From an optimization exercise on the open Yosys and OpenROAD flow, aimed at a short achievable clock period and few clock cycles; shortcuts taken in it are not production practice.
Where RTL was checked, it was by simulation tests only, not by an equivalence proof against the original.
The flow treats the clock pin as an ideal source. Dropping or thinning the clock tree relies on that and would not hold on a real chip.
No activity file was given, so power comes from the tool's default toggle rates.

old:
## out_ctrl_top
module out_ctrl_top (
    input  logic                     aclk,
    input  logic                     aresetn,
    input  logic                     start,
    input  logic [31:0]              dst_addr,
    input  logic [383:0]             result,
    input  logic                     result_valid,
    output logic                     busy,
    output logic                     finish_irq,
    output logic [31:0]              m_axi_awaddr,
    output logic                     m_axi_awvalid,
    input  logic                     m_axi_awready,
    output logic [7:0]               m_axi_awlen,
    output logic [31:0]              m_axi_wdata,
    output logic [3:0]               m_axi_wstrb,
    output logic                     m_axi_wlast,
    output logic                     m_axi_wvalid,
    input  logic                     m_axi_wready
);
Size: ~1,500 cells after synthesis, about 500 I/O pins, roughly 23,000 sq um of cells after synthesis.
Settings: LEC_CHECK=0, ABC_CLOCK_PERIOD_IN_PS=1500, CAP_MARGIN=20, CORE_MARGIN=2, CORE_UTILIZATION=40, SETUP_SLACK_MARGIN=3.2, SLEW_MARGIN=20; clock period 5.0 ns.
standard.sh (not shown) runs the stock make flow with config.mk's settings and CLKGATE_MAP_FILE= SYNTH_SCRIPT=/design/flow/synth_recipe.tcl, a recipe that flattens the netlist after the stock synthesis.
==> flow/flow/run.sh <==
#!/bin/bash
# Standard ORFS layout with three changes: the clock tree is built by
# pre_cts.tcl, the port buffers are buf_4 instead of the smallest buffer, and
# timing repair may change a cell's footprint (MATCH_CELL_FOOTPRINT=0).
# Each tool's full output stays in orfs/logs; make's own output in make.log.
set -euo pipefail
HERE=$(cd "$(dirname "${BASH_SOURCE[0]}")" && pwd)
export PRE_CTS_TCL="$HERE/pre_cts.tcl"
export MATCH_CELL_FOOTPRINT=0
export BUFFER_PORTS_ARGS="-buffer_cell sky130_fd_sc_hd__buf_4"
bash ./standard.sh MATCH_CELL_FOOTPRINT=0 "BUFFER_PORTS_ARGS=-buffer_cell sky130_fd_sc_hd__buf_4" finish > make.log 2>&1
Other scripts of this flow, unchanged in this note and not shown: flow/flow/pre_cts.tcl, flow/flow/tree.tcl
The inputs of new differ from those of old as listed below.
--- a/flow/design.v
+++ b/flow/design.v
@@ -151,32 +151,31 @@
     logic [31:0] w_word;
     logic        w_last;
     assign w_word = slot_full ? slot_word : result[31:0];
     assign w_last = slot_full && (rw == 4'd2 || rw == 4'd5 || rw == 4'd8 || rw == 4'd11);
     always_ff @(posedge aclk or negedge aresetn) begin
         if (!aresetn) begin
             m_axi_wvalid <= 1'b0;
             wv_n         <= 1'b1;
             wl_cur       <= 1'b0;
             wfin         <= 1'b0;
             wcur         <= '0;
         end else begin
+            m_axi_wvalid <= ld || (!wv_n && !m_axi_wready);
             if (ld) begin
-                m_axi_wvalid <= 1'b1;
                 wv_n         <= 1'b0;
                 wl_cur       <= w_last;
                 wfin         <= slot_full && slot_last && (tiles_out == 3'd7);
                 wcur         <= w_word;
             end else if (w_hs) begin
-                m_axi_wvalid <= 1'b0;
                 wv_n         <= 1'b1;
             end
         end
     end
     always_ff @(posedge aclk) begin
         m_axi_wdata <= ld ? w_word : wcur;
         m_axi_wlast <= ld ? w_last : wl_cur;
     end
     logic [31:0] base;
     logic [22:0] base_hi_p1;
     logic        fs_q;
     logic        aw_act;
@@ -228,24 +227,39 @@
             5'd22: aw_off4 = 7'd75;
             5'd23: aw_off4 = 7'd87;
             5'd24: aw_off4 = 7'd54;
             5'd25: aw_off4 = 7'd66;
             5'd26: aw_off4 = 7'd78;
             5'd27: aw_off4 = 7'd90;
             5'd28: aw_off4 = 7'd57;
             5'd29: aw_off4 = 7'd69;
             5'd30: aw_off4 = 7'd81;
             default: aw_off4 = 7'd93;
         endcase
     end
+    logic [7:0] s2_sum;
+    always_comb begin
+        logic [6:0] g, p, gg, pp;
+        g  = base[8:2] & s1_off;
+        p  = base[8:2] ^ s1_off;
+        gg = g;
+        pp = p;
+        for (int d = 1; d < 7; d = d * 2) begin
+            for (int i = 6; i >= d; i--) begin
+                gg[i] = gg[i] | (pp[i] & gg[i-d]);
+                pp[i] = pp[i] & pp[i-d];
+            end
+        end
+        s2_sum = {gg[6], p ^ {gg[5:0], 1'b0}};
+    end
     assign ld_aw  = s2_v && (awv_n || m_axi_awready);
     assign a_next = {s2_lo[7] ? base_hi_p1 : base[31:9], s2_lo[6:0], base[1:0]};
     assign ld_s2 = s1_v && (!s2_v || ld_aw);
     assign ld_s1 = aw_act && (!s1_v || ld_s2);
     always_ff @(posedge aclk or negedge aresetn) begin
         if (!aresetn) begin
             fs_q          <= 1'b0;
             aw_act        <= 1'b0;
             aw_idx        <= '0;
             s1_v          <= 1'b0;
             s1_fin        <= 1'b0;
             s1_off        <= '0;
@@ -265,35 +279,34 @@
             end
             if (ld_s1) begin
                 aw_idx <= aw_idx + 1'b1;
                 s1_v   <= 1'b1;
                 s1_fin <= (aw_idx == 5'd31);
                 s1_off <= aw_off4;
             end else if (ld_s2) begin
                 s1_v   <= 1'b0;
             end
             if (ld_s2) begin
                 s2_v   <= 1'b1;
                 s2_fin <= s1_fin;
-                s2_lo  <= {1'b0, base[8:2]} + {1'b0, s1_off};
+                s2_lo  <= s2_sum;
             end else if (ld_aw) begin
                 s2_v   <= 1'b0;
             end
+            m_axi_awvalid <= ld_aw || (!awv_n && !m_axi_awready);
             if (ld_aw) begin
                 aw_fin        <= s2_fin;
-                m_axi_awvalid <= 1'b1;
                 awv_n         <= 1'b0;
                 acur          <= a_next;
             end else if (m_axi_awready) begin
-                m_axi_awvalid <= 1'b0;
                 awv_n         <= 1'b1;
             end
         end
     end
     always_ff @(posedge aclk) begin
         m_axi_awaddr <= ld_aw ? a_next : acur;
     end
     logic       aw_done;
     logic       w_done;
     logic       aw_fin_hs;
     logic       w_fin_hs;
     logic [2:0] irq_cnt;         
Results
- Comparing new and old, internal power contribution is higher on old.
- Going from old to new, design area held, area enclosed by the die boundary level.
- Taking old as the reference, in new area after synthesis about even; number of placed cells counting well taps closely matched the old numbers.
- Across both runs, initial DRC count was lower for new than for old.
- | clock network power | old vs new | ≈ equal |
- Compared new against old; number of non-filler instances in the completed layout within noise.
- Comparing new and old, the higher number of non-clock inverters was measured on new.
Testbench counts of new, summed over its fixed seeds: cycles 24,592.
No functional check of the RTL was part of old. No run of this note takes its clock network from TritonCTS; it comes from the design's own scripts or RTL.

==> separate check: timing with driven ports <==
How much do the figures lean on ideal ports? The routed layouts below were timed once more, with nothing changed but the port constraints. Step 1 sets driving cells, clkbuf_16 on the clock port and buf_2 on the other inputs (assumed; they add their load-dependent delay and slew). Step 2 also shifts input and output timing later by t, the mid clock arrival at the registers, as if the neighbouring blocks saw the same clock. Three values: ideal, step 1, step 2; two values: the first two.
run	shift t [ns]	slack for setup (ns)	slew at the worst register clock pin (ns)
old	0.498	3.074 / 2.940 / 2.826	0.11 / 0.11
new	0.488	3.072 / 2.939 / 2.809	0.11 / 0.11
After both steps setup and hold are still met in every run listed. The setup slack of new, which loses most, moves by -0.133 ns with the drivers and by -0.263 ns with both steps.
